Source: an optimization exercise on an open RTL-to-GDS flow (aim: small area and a short achievable clock period). Production flows keep margins and buffers that such runs may drop. No activity file was given, so power comes from the tool's default toggle rates.

==> module tick_sequencer, before the edit <==
module tick_sequencer (
    input  logic                      clk,
    input  logic                      reset,
    input  logic                      scan_en,          
    input  logic                      scan_reset,       
    input  logic                      cleared,          
    input  logic                      shifted,          
    input  monitor_pkg::pc_t          cfg_prog_len,
    input  logic [16-1:0] cfg_tick_len,
    input  logic [16-1:0] cfg_tick_len_sh,
    input  logic [15:0]               byte01,
    input  logic [15:0]               byte23,
    output logic [32-1:0]   pc_hot,           
    output monitor_pkg::insn_t        insn,
    output logic [7:0]                imm,
    output logic                      event_setup,      
    output logic                      event_flush,      
    output logic                      setup,            
    output logic                      flush,
    output logic                      prog_active
);
    logic                      running;
    logic [16-1:0] tick_cnt;
    logic                      hold;
    logic                      two_byte;
    logic                      cnt_max;       
    logic [16-1:0] tick_len_m2;
    logic                      eq_len1, eq_len1_sh, eq_m2;
    logic                      last_keep;     
    logic                      last_clr;      
    logic                      lt_next;
    assign hold     = reset || scan_en;
    assign two_byte = insn.op == monitor_pkg::OP_TIMER && !insn.flag;
    assign cnt_max  = &tick_cnt;
    assign tick_len_m2 = cfg_tick_len - 2'd2;
    assign eq_len1     = cfg_tick_len == 16'd1;
    assign eq_len1_sh  = cfg_tick_len_sh == 16'd1;
    assign eq_m2       = tick_cnt == tick_len_m2;           
    always_comb begin
        if (running) begin
            last_keep = flush ? eq_len1 : eq_m2;
            last_clr  = !flush && tick_cnt == 16'hfffe;
        end else begin
            last_keep = shifted ? eq_len1_sh : eq_len1;
            last_clr  = 1'b0;
        end
    end
    logic [5:0] pc_left;      
    always_comb begin
        if (setup) begin
            lt_next = cfg_prog_len != '0;
        end else if (prog_active) begin
            lt_next = two_byte ? pc_left > 6'd2 : pc_left > 6'd1;
        end else begin
            lt_next = 1'b0;
        end
    end
    always_ff @(posedge clk) begin
        if (setup) begin
            pc_hot  <= 32'(1);
            pc_left <= (cfg_prog_len > 8'd32) ? 6'd32 : 6'(cfg_prog_len);
        end else if (two_byte) begin
            pc_hot  <= pc_hot << 2;
            pc_left <= pc_left - 6'd2;
        end else begin
            pc_hot  <= pc_hot << 1;
            pc_left <= pc_left - 6'd1;
        end
    end
    always_ff @(posedge clk) begin
        if (hold) begin
            running     <= 1'b0;
            tick_cnt    <= '0;
            setup       <= 1'b0;
            flush       <= 1'b0;
            prog_active <= 1'b0;
        end else begin
            running <= 1'b1;
            if (running) begin
                tick_cnt <= flush ? '0 : tick_cnt + 1'b1;
            end
            setup       <= !running || flush || cnt_max;
            flush       <= (scan_reset || cleared) ? last_clr : last_keep;
            prog_active <= !scan_reset && !cleared && running && !flush && !cnt_max
                           && lt_next;
        end
    end
    always_ff @(posedge clk) begin
        event_setup <= !reset && !scan_en && (!running || flush || cnt_max);
        event_flush <= !reset && !scan_en && ((scan_reset || cleared) ? last_clr : last_keep);
    end
    always_ff @(posedge clk) begin
        if (setup) begin
            {imm, insn} <= byte01;
        end else if (two_byte) begin
            {imm, insn} <= byte23;
        end else begin
            {imm, insn} <= {byte23[7:0], imm};
        end
    end
endmodule
==> module timer_bank, before the edit <==
module timer_bank (
    input  logic       clk,
    input  logic       reset,
    input  logic       tick,         
    input  logic [4:0] insn_arg,     
    input  logic [7:0] imm,
    input  logic       reset_en,
    input  logic       stack_top,    
    output logic       cmp_result
);
    logic [8:0] timers [4];
    logic [8:0] sel_timer;
    logic [7:0] gt_bit;      
    logic [7:0] eq_bit;
    logic       cmp_lt;
    logic       cmp_eq;
    logic       do_reset;
    assign sel_timer = timers[insn_arg[1:0]];
    assign gt_bit    = imm & ~sel_timer[7:0];
    assign eq_bit    = ~(imm ^ sel_timer[7:0]);
    always_comb begin
        cmp_lt = 1'b0;
        for (int i = 0; i < 8; i++) begin
            cmp_lt = gt_bit[i] | (eq_bit[i] & cmp_lt);
        end
    end
    assign cmp_eq     = &eq_bit;
    assign cmp_result = !sel_timer[8] && (insn_arg[2] ? cmp_eq : cmp_lt);
    assign do_reset = reset_en && stack_top;
    always_ff @(posedge clk) begin
        for (int i = 0; i < 4; i++) begin
            if (reset) begin
                timers[i] <= '0;
            end else if (do_reset && insn_arg[i]) begin
                timers[i] <= '0;
            end else if (tick && !timers[i][8]) begin
                timers[i] <= timers[i] + 1'b1;
            end
        end
    end
endmodule
==> module io_frame, before the edit <==
module io_frame (
    input  logic                      clk,
    input  logic                      reset,
    input  monitor_pkg::vec_t         inputs,
    input  logic                      setup,            
    input  logic                      flush,            
    input  logic [5-1:0] rd_addr,          
    input  logic                      edit_en,
    input  logic                      edit_val,
    input  logic                      stack_top,        
    input  monitor_pkg::vec_t         cfg_check_mask,
    input  logic                      cleared,          
    output logic                      input_bit,
    output monitor_pkg::vec_t         outputs,
    output logic                      violation
);
    monitor_pkg::vec_t snapshot;   
    monitor_pkg::vec_t out_buf;    
    monitor_pkg::vec_t mismatch;
    assign input_bit = snapshot[rd_addr];
    assign mismatch  = (out_buf ^ snapshot) & cfg_check_mask;
    always_ff @(posedge clk) begin
        if (reset) begin
            snapshot <= '0;
            out_buf  <= '0;
        end else if (setup) begin
            snapshot <= inputs;
            out_buf  <= inputs;
        end else if (edit_en && stack_top) begin
            out_buf[rd_addr] <= edit_val;
        end
    end
    always_ff @(posedge clk) begin
        if (reset) begin
            outputs   <= '0;
            violation <= 1'b0;
        end else if (flush) begin
            outputs   <= out_buf;
            violation <= |mismatch && !cleared;
        end
    end
endmodule
export LEC_CHECK = 0
export CAP_MARGIN = 20
export CORE_MARGIN = 2
export CORE_UTILIZATION = 65
export CTS_CLUSTER_DIAMETER = 80
export CTS_CLUSTER_SIZE = 30
export SETUP_SLACK_MARGIN = 3.7
export SLEW_MARGIN = 20
create_clock -name core_clock -period 6.0 [get_ports {clk}]
standard.sh (not shown) runs the stock make flow with config.mk's settings and CLKGATE_MAP_FILE= SYNTH_SCRIPT=/design/flow/synth_recipe.tcl, a recipe that flattens the netlist after the stock synthesis.
==> flow/flow/run.sh <==
#!/bin/bash
# Own layout flow: the standard flow (standard.sh, unchanged synthesis)
# with plain buffers instead of delay cells on the ports.
set -euo pipefail
export BUFFER_PORTS_ARGS="-buffer_cell sky130_fd_sc_hd__buf_2"
bash standard.sh finish > flow_make.log 2>&1
Then changed:
--- a/flow/design.v
+++ b/flow/design.v
@@ -99,28 +99,28 @@
     output logic                      flush,
     output logic                      prog_active
 );
     logic                      running;
-    logic [16-1:0] tick_cnt;
+    logic [16-1:0] tick_pos;      
+    logic [16-1:0] tick_pos_inc;
     logic                      hold;
     logic                      two_byte;
     logic                      cnt_max;       
-    logic [16-1:0] tick_len_m2;
     logic                      eq_len1, eq_len1_sh, eq_m2;
     logic                      last_keep;     
     logic                      last_clr;      
     logic                      lt_next;
     assign hold     = reset || scan_en;
     assign two_byte = insn.op == monitor_pkg::OP_TIMER && !insn.flag;
-    assign cnt_max  = &tick_cnt;
-    assign tick_len_m2 = cfg_tick_len - 2'd2;
-    assign eq_len1     = cfg_tick_len == 16'd1;
-    assign eq_len1_sh  = cfg_tick_len_sh == 16'd1;
-    assign eq_m2       = tick_cnt == tick_len_m2;           
+    assign cnt_max  = tick_pos == '0;
+    assign tick_pos_inc = tick_pos + 1'b1;
+    assign eq_len1      = cfg_tick_len == 16'd1;
+    assign eq_len1_sh   = cfg_tick_len_sh == 16'd1;
+    assign eq_m2        = tick_pos_inc == cfg_tick_len;     
     always_comb begin
         if (running) begin
             last_keep = flush ? eq_len1 : eq_m2;
-            last_clr  = !flush && tick_cnt == 16'hfffe;
+            last_clr  = !flush && tick_pos == 16'hffff;
         end else begin
             last_keep = shifted ? eq_len1_sh : eq_len1;
             last_clr  = 1'b0;
         end
@@ -149,16 +149,16 @@
     end
     always_ff @(posedge clk) begin
         if (hold) begin
             running     <= 1'b0;
-            tick_cnt    <= '0;
+            tick_pos    <= 16'd1;
             setup       <= 1'b0;
             flush       <= 1'b0;
             prog_active <= 1'b0;
         end else begin
             running <= 1'b1;
             if (running) begin
-                tick_cnt <= flush ? '0 : tick_cnt + 1'b1;
+                tick_pos <= flush ? 16'd1 : tick_pos_inc;
             end
             setup       <= !running || flush || cnt_max;
             flush       <= (scan_reset || cleared) ? last_clr : last_keep;
             prog_active <= !scan_reset && !cleared && running && !flush && !cnt_max
@@ -189,25 +189,22 @@
     input  logic       stack_top,    
     output logic       cmp_result
 );
     logic [8:0] timers [4];
-    logic [8:0] sel_timer;
-    logic [7:0] gt_bit;      
-    logic [7:0] eq_bit;
-    logic       cmp_lt;
-    logic       cmp_eq;
+    logic [4-1:0] cmp_lt;    
+    logic [4-1:0] cmp_eq;    
     logic       do_reset;
-    assign sel_timer = timers[insn_arg[1:0]];
-    assign gt_bit    = imm & ~sel_timer[7:0];
-    assign eq_bit    = ~(imm ^ sel_timer[7:0]);
     always_comb begin
-        cmp_lt = 1'b0;
-        for (int i = 0; i < 8; i++) begin
-            cmp_lt = gt_bit[i] | (eq_bit[i] & cmp_lt);
+        for (int t = 0; t < 4; t++) begin
+            cmp_lt[t] = 1'b0;
+            for (int i = 0; i < 8; i++) begin
+                cmp_lt[t] = (imm[i] & ~timers[t][i]) | (~(imm[i] ^ timers[t][i]) & cmp_lt[t]);
+            end
+            cmp_lt[t] = cmp_lt[t] & !timers[t][8];
+            cmp_eq[t] = timers[t] == {1'b0, imm};
         end
     end
-    assign cmp_eq     = &eq_bit;
-    assign cmp_result = !sel_timer[8] && (insn_arg[2] ? cmp_eq : cmp_lt);
+    assign cmp_result = insn_arg[2] ? cmp_eq[insn_arg[1:0]] : cmp_lt[insn_arg[1:0]];
     assign do_reset = reset_en && stack_top;
     always_ff @(posedge clk) begin
         for (int i = 0; i < 4; i++) begin
             if (reset) begin
@@ -271,17 +268,24 @@
 );
     monitor_pkg::vec_t snapshot;   
     monitor_pkg::vec_t out_buf;    
     monitor_pkg::vec_t mismatch;
+    logic              fresh;      
     assign input_bit = snapshot[rd_addr];
     assign mismatch  = (out_buf ^ snapshot) & cfg_check_mask;
     always_ff @(posedge clk) begin
+        fresh <= reset || (fresh && !setup);
+    end
+    always_ff @(posedge clk) begin
+        if (setup) begin
+            snapshot <= inputs;
+        end
+    end
+    always_ff @(posedge clk) begin
         if (reset) begin
-            snapshot <= '0;
-            out_buf  <= '0;
+            out_buf <= '0;
         end else if (setup) begin
-            snapshot <= inputs;
-            out_buf  <= inputs;
+            out_buf <= inputs;
         end else if (edit_en && stack_top) begin
             out_buf[rd_addr] <= edit_val;
         end
     end
@@ -290,9 +294,9 @@
             outputs   <= '0;
             violation <= 1'b0;
         end else if (flush) begin
             outputs   <= out_buf;
-            violation <= |mismatch && !cleared;
+            violation <= |mismatch && !cleared && !fresh;
         end
     end
 endmodule
 module monitor_top (
Fmax rose by 4.7%.
Area after synthesis rose by 2.3%.
Hold slack improves by 0.021 ns.
Final cell count rose by 1.9%.
Die area rose by 2.2%.
Design area rose by 4.9%.
Total power rose by 2.9%.
Clock-buffer cell count rose by 4.
Function was not checked in any run of this note: the RTL went through the layout flow alone.

-- static timing again, ports no longer ideal --
Ports are ideal in the flow. The routed layouts listed here were re-timed in OpenROAD.
Step 1 sets driving cells, clkbuf_16 on the clock port and buf_2 on the other inputs (assumed; they add their load-dependent delay and slew).
Step 2, shift: input delay + t, output delay - t, t = (earliest + latest rising clock arrival at the registers) / 2. This alone moves slack from input paths to output paths.
Slacks: no drivers / after step 1 / after step 2; pairs: no drivers / after step 1.
run | t (ns) | setup slack, ns | worst hold slack (ns) | worst slew at a driven data input, ns | cell pins on the clock port's net
the first run | 0.647 | 3.519 / 3.519 / 3.167 | 0.445 / 0.445 / 0.445 | 0.04 | 1
the second run | 0.662 | 3.631 / 3.631 / 3.404 | 0.467 / 0.467 / 0.467 | 0.05 | 1
After both steps every run listed still meets setup and hold. The setup slack of the first run, which loses most, moves by 0.000 ns with the drivers and by -0.352 ns with both steps.
